Context: an optimization exercise on an open-source flow, tuned for small area, a short achievable clock period and few clock cycles per item. The choices shown serve that exercise and are no tape-out recipe.
At most, simulation tests tie the RTL to the original design; equivalence was not proved.
No activity file was given, so power comes from the tool's default toggle rates.

// csidhScheduler
module csidhScheduler (
	input logic clk,
	input logic rst,
	input logic start,
	input logic [csidhPkg::KEY_W-1:0] privateKey,
	output logic busy,
	output logic batchValid,
	output logic batchSign,
	output logic done,
	output logic [csidhPkg::NUM_PRIMES-1:0] batchMask,
	output logic [csidhPkg::COF_W-1:0] cofactor
);
	logic load;
	logic [4:0] chunkSel;
	logic chunkDir;
	logic [7:0] chunkMatch;
	logic [7:0] keyChunk0;
	logic [7:0] keyChunk1;
	logic [15:0] signChunks01;
	logic maskDir;
	logic [7:0] maskLo;
	logic [7:0] maskHi;
	logic [7:0] slotIdx;
	logic slotTake;
	logic slotFirst;
	logic slotLast;
	logic [csidhPkg::BUF_W-1:0] slotBuf;
	logic repStart;
	logic preRepStart;
	logic [csidhPkg::BUF_W-1:0] preRepBuf;
	logic [csidhPkg::BUF_W-1:0] repBuf;
	logic lastInFlight;
	exponentBank bank_i (
		.clk(clk),
		.load(load),
		.privateKey(privateKey),
		.chunkSel(chunkSel),
		.chunkDir(chunkDir),
		.chunkMatch(chunkMatch),
		.keyChunk0(keyChunk0),
		.keyChunk1(keyChunk1),
		.signChunks01(signChunks01),
		.maskDir(maskDir),
		.maskLo(maskLo),
		.maskHi(maskHi),
		.mask(batchMask),
		.maskSign(batchSign)
	);
	batchSequencer seq_i (
		.clk(clk),
		.rst(rst),
		.start(start),
		.busy(busy),
		.load(load),
		.chunkSel(chunkSel),
		.chunkDir(chunkDir),
		.chunkMatch(chunkMatch),
		.keyChunk0(keyChunk0),
		.keyChunk1(keyChunk1),
		.signChunks01(signChunks01),
		.slotIdx(slotIdx),
		.slotTake(slotTake),
		.slotFirst(slotFirst),
		.slotLast(slotLast),
		.slotBuf(slotBuf),
		.repStart(repStart),
		.preRepStart(preRepStart),
		.preRepBuf(preRepBuf),
		.repBuf(repBuf),
		.lastInFlight(lastInFlight),
		.maskDir(maskDir),
		.maskLo(maskLo),
		.maskHi(maskHi),
		.batchValid(batchValid),
		.done(done)
	);
	cofactorEngine cof_i (
  ...
For scale: ~720 I/O pins, roughly 57000 sq um of cells after synthesis.
make LEC_CHECK=0 CAP_MARGIN=20 CORE_MARGIN=2 CORE_UTILIZATION=40 CTS_CLUSTER_DIAMETER=100 CTS_CLUSTER_SIZE=28 SETUP_SLACK_MARGIN=5.0 SLEW_MARGIN=20 finish   # period 8.0 ns
run.sh (not shown) runs the stock make flow with config.mk's settings and CLKGATE_MAP_FILE= SYNTH_SCRIPT=/design/flow/synth_recipe.tcl, a recipe that flattens the netlist after the stock synthesis.
The first run passed the timing, design-rule and antenna checks.
Testbench counts at the start, summed over its fixed seeds: cycles 3,884, keys 24.
Rerun with:
Settings changed: CTS_CLUSTER_DIAMETER 100 to not set, CTS_CLUSTER_SIZE 28 to not set.
- design area goes up by 3.5%
- first-iteration DRC count goes down by 1.3%
- non-clock buffer count goes up by 5
- via count goes up by 2.0%
- maximum frequency goes down by 2.1%
- sequential cell count stays the same
- hold slack loses 11 ps
- synthesized cell count does not change
Rerun with:
Settings changed: CAP_MARGIN 20 to 10, CTS_CLUSTER_DIAMETER set to 90, CTS_CLUSTER_SIZE set to 24, SLEW_MARGIN 20 to 10.
Result: Register-to-register slack barely changes. Clock power drops by 42%. Wire length drops by 1.1%. Critical path depth stays the same. Utilization drops by 1.6 points. Global-route usage drops by 0.36 points. Synthesized cell count is unchanged.
Rerun with:
Settings changed: CAP_MARGIN 10 to 20, CORE_UTILIZATION 40 to 50, SLEW_MARGIN 10 to 20.
After rerunning: The changed run completed without violations. Total power hardly moves. Final cell count shrinks by about 5.4%. Non-clock buffer count is higher by 8. Design area came out lower by about 0.8%. Sequential share of layout area is higher by 0.19 points. Setup slack degrades by 43 ps. Fmax drops by about 1.4%. Wire length hardly moves. Worst hold slack is better by 17 ps.
Rerun with:
Settings changed: CORE_UTILIZATION 50 to 40, CTS_CLUSTER_SIZE 24 to 20.
Cell count rose by 6.4%.
First-iteration DRC count went up by 1.4%.
Non-clock buffer count goes up by 11.
Final area climbs by 1.7%.

csidhScheduler, a different RTL version from the one above (not shown whole).
Size in the first run: roughly 4800 cells after synthesis, about 1200 flip-flops, ~720 I/O pins, ~0.056 sq mm of cells after synthesis.
Settings: LEC_CHECK=0, CAP_MARGIN=20, CORE_MARGIN=2, CORE_UTILIZATION=40, CTS_CLUSTER_DIAMETER=100, CTS_CLUSTER_SIZE=20, SETUP_SLACK_MARGIN=5.0, SLEW_MARGIN=20; clock period 8.0 ns.
Rerun with:
Settings changed: CORE_UTILIZATION 40 to 45, CTS_CLUSTER_DIAMETER 100 to 90, CTS_CLUSTER_SIZE 20 to 24.
Outcome: Final cell count is lower by a few percent; clock-buffer cell count came out lower by 11; combinational power drops by a little under a tenth; core utilization rose by 5.3 points; global-route usage goes up by 2.0 points.
Rerun with:
Settings changed: CORE_UTILIZATION 45 to 40, CTS_CLUSTER_DIAMETER 90 to 60, CTS_CLUSTER_SIZE 24 to 30.
Design area rose by 4.4%. Total power rose by 15%. Core utilization fell by 3.9 points. Setup slack improved by 0.18 ns. Routed wire length rose by 4.6%. Clock power rose by 63%. Final cell count rose by 5.1%. Via count rose by 1.6%. Register-to-register slack improved by 0.18 ns.
Rerun with:
Settings changed: CTS_CLUSTER_DIAMETER 60 to unset, CTS_CLUSTER_SIZE 30 to unset.
=> The changed run finished with timing, DRC and antenna clean; synthesized cell count is unchanged; power came out higher by 1.6%; global-route usage hardly moves; via count came out higher by 0.83%; routed wire length is about the same; first-iteration DRC count came out higher by 1.6%.
No run of this note included a check of the RTL's function; only the layout flow was run.

the previous run:
Another version of the RTL of csidhScheduler (not shown whole).
Size in the first run: ~4,500 cells after synthesis, about 720 I/O pins.
==> flow/design.v (excerpt) <==
module csidhScheduler (
	input logic clk,
	input logic rst,
	input logic start,
	input logic [csidhPkg::KEY_W-1:0] privateKey,
	output logic busy,
	output logic batchValid,
	output logic batchSign,
	output logic done,
	output logic [csidhPkg::NUM_PRIMES-1:0] batchMask,
	output logic [csidhPkg::COF_W-1:0] cofactor
);
Settings: LEC_CHECK=0, CAP_MARGIN=20, CORE_MARGIN=2, CORE_UTILIZATION=40, SETUP_SLACK_MARGIN=4.0, SLEW_MARGIN=20; clock period 8.0 ns.
What the current run does differently from the previous run at the input level:
--- a/flow/config.mk
+++ b/flow/config.mk
@@ -11 +11 @@
-export SETUP_SLACK_MARGIN = 4.0
+export SETUP_SLACK_MARGIN = 4.5
Findings:
- Between the current run and the previous run, it is the current run whose number of vias per cell after detailed routing is higher, by about 0.37%.
- Summary of the current run over the previous run: final-layout non-clock buffer area share now larger; post-place instance area now larger; global-route usage now larger.
No run of this note included a check of the RTL's function; only the layout flow was run.

== run F ==
Another version of the RTL of csidhScheduler (not shown whole).
Size in the first run: about 5100 cells after synthesis, roughly 860 flip-flops, about 720 I/O pins, ~53000 sq um of cells after synthesis.
export LEC_CHECK = 0
export CAP_MARGIN = 20
export CORE_MARGIN = 2
export CORE_UTILIZATION = 40
export SETUP_SLACK_MARGIN = 3.5
export SLEW_MARGIN = 20
create_clock -name core_clock -period 8.0 [get_ports {clk}]
For run B, these inputs were changed with respect to run F:
# run F
export LEC_CHECK = 0
export CAP_MARGIN = 20
export CORE_MARGIN = 2
export CORE_UTILIZATION = 40
export SETUP_SLACK_MARGIN = 3.5
export SLEW_MARGIN = 20
create_clock -name core_clock -period 8.0 [get_ports {clk}]
# run B
export LEC_CHECK = 0
export CAP_MARGIN = 20
export CORE_MARGIN = 2
export CORE_UTILIZATION = 40
export SLEW_MARGIN = 20
create_clock -name core_clock -period 8.0 [get_ports {clk}]
==> comparison <==
Comparing the two runs side by side, run B comes out ahead of run F on final wirelength.
Taking run F as the reference, in run B first-pass iteration count of the detailed router held, area of the die flat, post-route clock skew picked up an extra 0.0050 ns, buffer count excluding the clock tree in the final layout dropped 313, core utilization went down by 4.3 points.
Row met3 global-route usage: run B lower / run F higher
In the reports for run F and run B, the larger sum of internal, switching and leakage power belongs to run F.
Re final period utilization: run B is 19 points up on run F.
Re number of logic inverters in the finished layout: no difference whatsoever between run B and run F.
Actual slew at the worst max-slew pin in run B is 0.20 ns above run F.
No functional check of the RTL was part of any run of this note.

Setup of lane 3:
Another version of the RTL of csidhScheduler (not shown whole).
For scale: roughly 1100 flip-flops, roughly 720 I/O pins.
==> flow/config.mk <==
export PLATFORM = sky130hd
export DESIGN_NAME = csidhScheduler
export DESIGN_NICKNAME = csidhScheduler
export VERILOG_FILES = /design/flow/design.v
export SDC_FILE = /design/flow/constraint.sdc
export NUM_CORES = 4
export LEC_CHECK = 0
export CAP_MARGIN = 20
export CORE_MARGIN = 2
export CORE_UTILIZATION = 40
export SETUP_SLACK_MARGIN = 5.0
export SLEW_MARGIN = 20
==> flow/constraint.sdc <==
create_clock -name core_clock -period 8.0 [get_ports {clk}]
set_input_delay 1.6000 -clock core_clock [delete_from_list [all_inputs] [get_ports {clk}]]
set_output_delay 1.6000 -clock core_clock [all_outputs]
set_load 0.01 [all_outputs]
Testbench counts of lane 3, summed over its fixed seeds: cycles 4,018, keys 24.
Changes in lane 2 relative to lane 3:
- swapping 5.0 for 4.5 in SETUP_SLACK_MARGIN
==> comparison <==
Total global routing track utilization: lane 2 and lane 3 compared, higher one is lane 3. Compared to lane 3, lane 2 has number of buffer and inverter stages on the critical path 1 higher. In the flow results for lane 2 and lane 3, the number of nets in the finished design is smaller on lane 2. Relative to lane 3, via count has decreased by 4.7% in lane 2. Going from lane 3 to lane 2, internal power contribution went down by about 20%, total power per unit cell area went down by 14%, flip-flop and latch count after synthesis was more or less identical, DRC violation total after the first TritonRoute iteration went down by 128. Looking at power across both flows, lane 2 is the stronger of the two, with lane 3 trailing.

csidhScheduler with an RTL version that a note above also has.
Size in the first run: about 1200 flip-flops, about 720 I/O pins, ~57000 µm² of cells after synthesis.
clock: 8.0 ns
lec_check: 0
cap_margin: 20
core_margin: 2
core_utilization: 40
setup_slack_margin: 5.0
slew_margin: 20
tns_end_percent: 10
Testbench counts at the start, summed over its fixed seeds: cycles 3,884, keys 24.
==> next run, changes <==
Settings changed: ABC_AREA set to 1, CTS_CLUSTER_DIAMETER set to 90, CTS_CLUSTER_SIZE set to 24, TNS_END_PERCENT 10 to unset.
After rerunning: Core utilization came out lower by 1.4 points; total power came out lower by 8.7%; maximum frequency came out higher by 8.1%; routed wire length came out higher by 8.9%; non-clock buffer count came out higher by 13; die area came out higher by 0.67%; via count came out higher by 9.0%; count of clock-buffer cells in the layout came out lower by 82; first-iteration DRC count came out higher by 32%.

-- separate check: timing with driven ports --
The results above use ideal ports. As a check the final layouts listed here were re-extracted and re-timed, cells and wires unchanged.
Step 1: set_driving_cell puts a clkbuf_16 on clk and a buf_2 on each other input, an assumption about the parent block.
Step 2, shift: input delay + t, output delay - t, t = (earliest + latest rising clock arrival at the registers) / 2. This alone moves slack from input paths to output paths.
Three values: ideal ports, drivers, drivers and shift; two values: the first two.
| run | t, ns | slack for setup (ns) | worst setup path at the end |
|---|---|---|---|
| the first run of note 1 | 0.753 | 5.001 / 4.938 / 4.302 | input to register |
| the second run of note 1 | 0.837 | 4.935 / 4.861 / 4.311 | input to register |
| the third run of note 1 | 0.778 | 4.989 / 4.919 / 4.306 | input to register |
| the fourth run of note 1 | 0.762 | 4.946 / 4.946 / 4.378 | input to register |
| the fifth run of note 1 | 0.757 | 5.026 / 4.955 / 4.323 | input to register |
| the first run of note 2 | 0.752 | 4.839 / 4.839 / 4.350 | input to register |
| the second run of note 2 | 0.780 | 4.795 / 4.795 / 4.306 | input to register |
| the third run of note 2 | 0.820 | 4.973 / 4.968 / 4.282 | input to register |
| the fourth run of note 2 | 0.837 | 4.911 / 4.911 / 4.283 | input to register |
| the previous run | 0.790 | 3.471 / 3.397 / 3.633 | input to register |
| the current run | 0.782 | 3.377 / 3.304 / 4.086 | register to output |
| run F | 0.773 | 3.351 / 3.351 / 3.351 | register to register |
| run B | 0.761 | 1.798 / 1.722 / 2.404 | register to register |
| lane 3 | 0.819 | 4.248 / 4.172 / 4.348 | input to register |
| lane 2 | 0.797 | 4.250 / 4.175 / 4.033 | input to register |
| the first run of note 6 | 0.843 | 4.806 / 4.795 / 4.118 | input to register |
| the second run of note 6 | 0.783 | 5.045 / 4.970 / 4.387 | input to register |
After both steps every run listed still meets setup and hold. For the fifth run of note 1, which loses most, drivers alone change the setup slack by -0.071 ns; drivers and shift together by -0.703 ns.
